Context: an optimization exercise on an open-source flow, tuned for small area and a short achievable clock period. The choices shown serve that exercise and are no tape-out recipe. In this exercise RTL edits were held to simulation tests only and were not proved equivalent to the original. Power figures rest on the tool's default switching activity, not on a simulated workload.

// rgb565_pixel_alu_top
module rgb565_pixel_alu_top (
	input  logic        clk,
	input  logic        arst_n,
	input  logic        in_valid,
	output logic        in_ready,
	input  logic [2:0]  in_op,
	input  logic [15:0] in_color_a,
	input  logic [15:0] in_color_b,
	input  logic [8:0]  in_weight,
	input  logic [15:0] in_scale_num,
	input  logic [15:0] in_scale_den,
	input  logic [2:0]  in_red_depth,
	input  logic [2:0]  in_green_depth,
	input  logic [2:0]  in_blue_depth,
	output logic        out_valid,
	input  logic        out_ready,
	output logic [15:0] out_color
);
==> flow/config.mk <==
export PLATFORM = sky130hd
export DESIGN_NAME = rgb565_pixel_alu_top
export DESIGN_NICKNAME = rgb565_pixel_alu_top
export VERILOG_FILES = /design/flow/design.v
export SDC_FILE = /design/flow/constraint.sdc
export NUM_CORES = 4
export LEC_CHECK = 0
export CAP_MARGIN = 20
export CORE_MARGIN = 2
export CORE_UTILIZATION = 65
export CTS_CLUSTER_DIAMETER = 150
export CTS_CLUSTER_SIZE = 24
export PLACE_DENSITY = 0.72
export SETUP_SLACK_MARGIN = 3.3
export SLEW_MARGIN = 20
==> flow/constraint.sdc <==
create_clock -name core_clock -period 6.3 [get_ports {clk}]
set_input_delay 1.2600 -clock core_clock [delete_from_list [all_inputs] [get_ports {clk}]]
set_output_delay 1.2600 -clock core_clock [all_outputs]
set_load 0.01 [all_outputs]
run.sh (not shown) runs the stock make flow with config.mk's settings and CLKGATE_MAP_FILE= SYNTH_SCRIPT=/design/flow/synth_recipe.tcl, a recipe that flattens the netlist after the stock synthesis.
The starting point finished with timing, DRC and antenna clean.
Edit:
CORE_UTILIZATION = 75   (was 65)
PLACE_DENSITY = 0.82   (was 0.72)
Effect:
- The changed run completed with no timing, DRC or antenna violations
- total power grows by 0.75%
- register-to-register slack loses 30 ps
- setup slack is worse by 34 ps
- combinational power rises by about 2%
- count of clock-buffer cells in the layout is lower by 2
- global-route usage increases by 5.2 points
- via count grows by 2.9%
- sequential power stays flat
- first-iteration DRC count went up by 27%
- sequential cell count stays the same

Setup of run 1:
Starting RTL as in the previous note.
make LEC_CHECK=0 CAP_MARGIN=20 CORE_MARGIN=2 CORE_UTILIZATION=65 CTS_CLUSTER_DIAMETER=150 CTS_CLUSTER_SIZE=30 PLACE_DENSITY=0.72 SETUP_SLACK_MARGIN=3.3 SLEW_MARGIN=20 finish   # period 6.3 ns
Run 1: all stages complete, timing, DRC and antenna checks passed
diff inputs: run 1 => run 2
Settings: CTS_CLUSTER_SIZE changed from 30 to 24; PLACE_DENSITY changed from 0.72 to 0.66; CORE_UTILIZATION changed from 65 to 55.
==> run summary <==
Global-route wire length before repair up 1.8% in run 2 wrt run 1. Multi-input logic portion of the cell area, run 1 and run 2: higher on run 1. Of run 1 and run 2, the lower instance area after placement belongs to run 1.
Changes in run 3 relative to run 2:
Settings: CORE_UTILIZATION changed from 55 to 40; PLACE_DENSITY removed (was 0.66).
==> comparison <==
[compare] base=run 2 new=run 3: detailed-route wire length shrank by about 1.3%; final area grew by about 1.2%; depth of the critical timing path with buffers and inverters included grew by 2. [compare] base=run 2 new=run 3: maximum cell stage delay along the critical path now larger, initial cell density of the core went down 15 points. Run 3: detailed placement HPWL lower than run 2. Run 3 and run 2 ended up with nearly the same power. Of the two values seen for capture point of the critical path, u_lane_g.st[4][18] was produced by run 3 and u_lane_r.s_r[9] by run 2. Higher minimum hold slack goes to run 3 over run 2.
Modified inputs, run 4 compared to run 3
Settings: changing CTS_CLUSTER_SIZE from 24 to 20; setting PLACE_DENSITY to 0.72 for the first time; changing CORE_UTILIZATION from 40 to 65.
--- outcome ---
Run 4 completed every stage of the flow, and the final layout passed the timing, DRC and antenna checks.
Higher via count was reported by run 4, not run 3.
Comparing met2 capacity usage during global routing for run 4 and run 3, the bigger number came from run 4.
In run 4, the sequential share of layout area came out 0.58 points above the value in run 3.
Setup slack was higher in the run labelled run 4.
Compared with run 3, run 4 shows total power that has gone up slightly.
The post-layout instance area number comes out lower for run 4 vs run 3.
From run 3 to run 4 the numbers moved as follows: largest net degree at the start of global routing moved down; sequential power level; worst slew margin relative to its limit moved down; global-route wire length before repair moved down.
Summary: with run 3 as the reference, total power per unit cell area in run 4 moved up by a few percent.

== job 8605 ==
Starting RTL as in the previous note.
clock: 6.3 ns
lec_check: 0
cap_margin: 20
core_margin: 2
core_utilization: 65
cts_cluster_diameter: 150
cts_cluster_size: 24
place_density: 0.72
setup_slack_margin: 3.25
slew_margin: 20
Job 8605: no failed stages, no open violations at the end
Here is what was changed in the inputs of job 9460 compared with job 8605.
Settings: GPL_ROUTABILITY_DRIVEN: unset -> 0; PLACE_DENSITY: 0.72 -> unset; SETUP_SLACK_MARGIN: 3.25 -> 3.3; CORE_UTILIZATION: 65 -> 40.
--- outcome ---
Fraction of area in clock buffers and inverters of job 8605 is on par with job 9460.
For area occupied by registers, job 8605 and job 9460 come out practically identical.
From job 8605 to job 9460 the numbers moved as follows: die height shows an increase of about 27%; register share of the cell area shows a reduction of 0.80 points; share of the core filled with cells shows a reduction of 26 points; number of cells traversed by the worst hold path shows no meaningful change.
Taking job 8605 over job 9460, the cell count ratio works out to 0.901.
Across both runs, clock power share was higher for job 9460 than for job 8605.
Input-level comparison between job 9161 and job 9460:
Settings: GPL_ROUTABILITY_DRIVEN: 0 -> unset; ABC_AREA: unset -> 1; CORE_UTILIZATION: 40 -> 65; PLACE_DENSITY: unset -> 0.72.
Notes after the runs:
Both conditions hold for job 9161: the flow ran to the end and the final layout passed the timing, DRC and antenna checks.
From job 9460 to job 9161 the numbers moved as follows: sequential share of the synthesized area fell by 2.5 points; per-cell via count in the routed design saw an increase; final hold violation count now sits at about the same level; clock share of power shows an increase of 0.2 points; clock-pin transition on the worst setup and hold timing paths now sits at about the same level.
Average cell area after synthesis down 2.3 µm² in job 9161 wrt job 9460
Diff job 9460..job 9161 | count of input and output buffers | unchanged
Comparing job 9460 and job 9161, the higher routed wire length is on job 9161.
Job 9161 vs job 9460: simple-gate share of the synthesized area up
Of job 9460 and job 9161, job 9460 shows the lower worst-case reg-to-reg path depth, with job 9161 above it.
Compared with job 9460, job 9161 shows a lower longest individual stage delay on the worst path.

-- what the ideal ports hide --
The results above use ideal ports. As a check the final layouts listed here were re-extracted and re-timed, cells and wires unchanged.
Step 1 sets driving cells, clkbuf_16 on the clock port and buf_2 on the other inputs (assumed; they add their load-dependent delay and slew).
Step 2, shift: input delay + t, output delay - t, t = (earliest + latest rising clock arrival at the registers) / 2. This alone moves slack from input paths to output paths.
a / b / c = no drivers / after step 1 / after step 2; a / b = the first two.
run | t (ns) | setup slack, ns | worst hold slack (ns) | worst data-port slew with drivers (ns) | pins driven straight from the clock port
the first run of note 1 | 0.669 | 3.316 / 3.276 / 2.781 | 0.322 / 0.322 / 0.322 | 0.10 | 1
the second run of note 1 | 0.672 | 3.282 / 3.282 / 2.650 | 0.326 / 0.326 / 0.326 | 0.05 | 1
run 1 | 0.712 | 3.298 / 3.295 / 2.696 | 0.331 / 0.331 / 0.331 | 0.10 | 1
run 2 | 0.685 | 3.322 / 3.322 / 2.748 | 0.323 / 0.323 / 0.323 | 0.07 | 1
run 3 | 0.712 | 3.295 / 3.271 / 2.660 | 0.330 / 0.330 / 0.330 | 0.05 | 1
run 4 | 0.685 | 3.316 / 3.262 / 2.722 | 0.325 / 0.325 / 0.325 | 0.10 | 1
job 8605 | 0.675 | 3.284 / 3.259 / 2.667 | 0.321 / 0.321 / 0.321 | 0.10 | 1
job 9460 | 0.716 | 3.297 / 3.297 / 2.713 | 0.323 / 0.323 / 0.323 | 0.05 | 1
job 9161 | 0.684 | 3.333 / 3.300 / 2.768 | 0.324 / 0.324 / 0.324 | 0.08 | 1
After both steps every run listed still meets setup and hold. For run 3, which loses most, drivers alone change the setup slack by -0.024 ns; drivers and shift together by -0.635 ns.
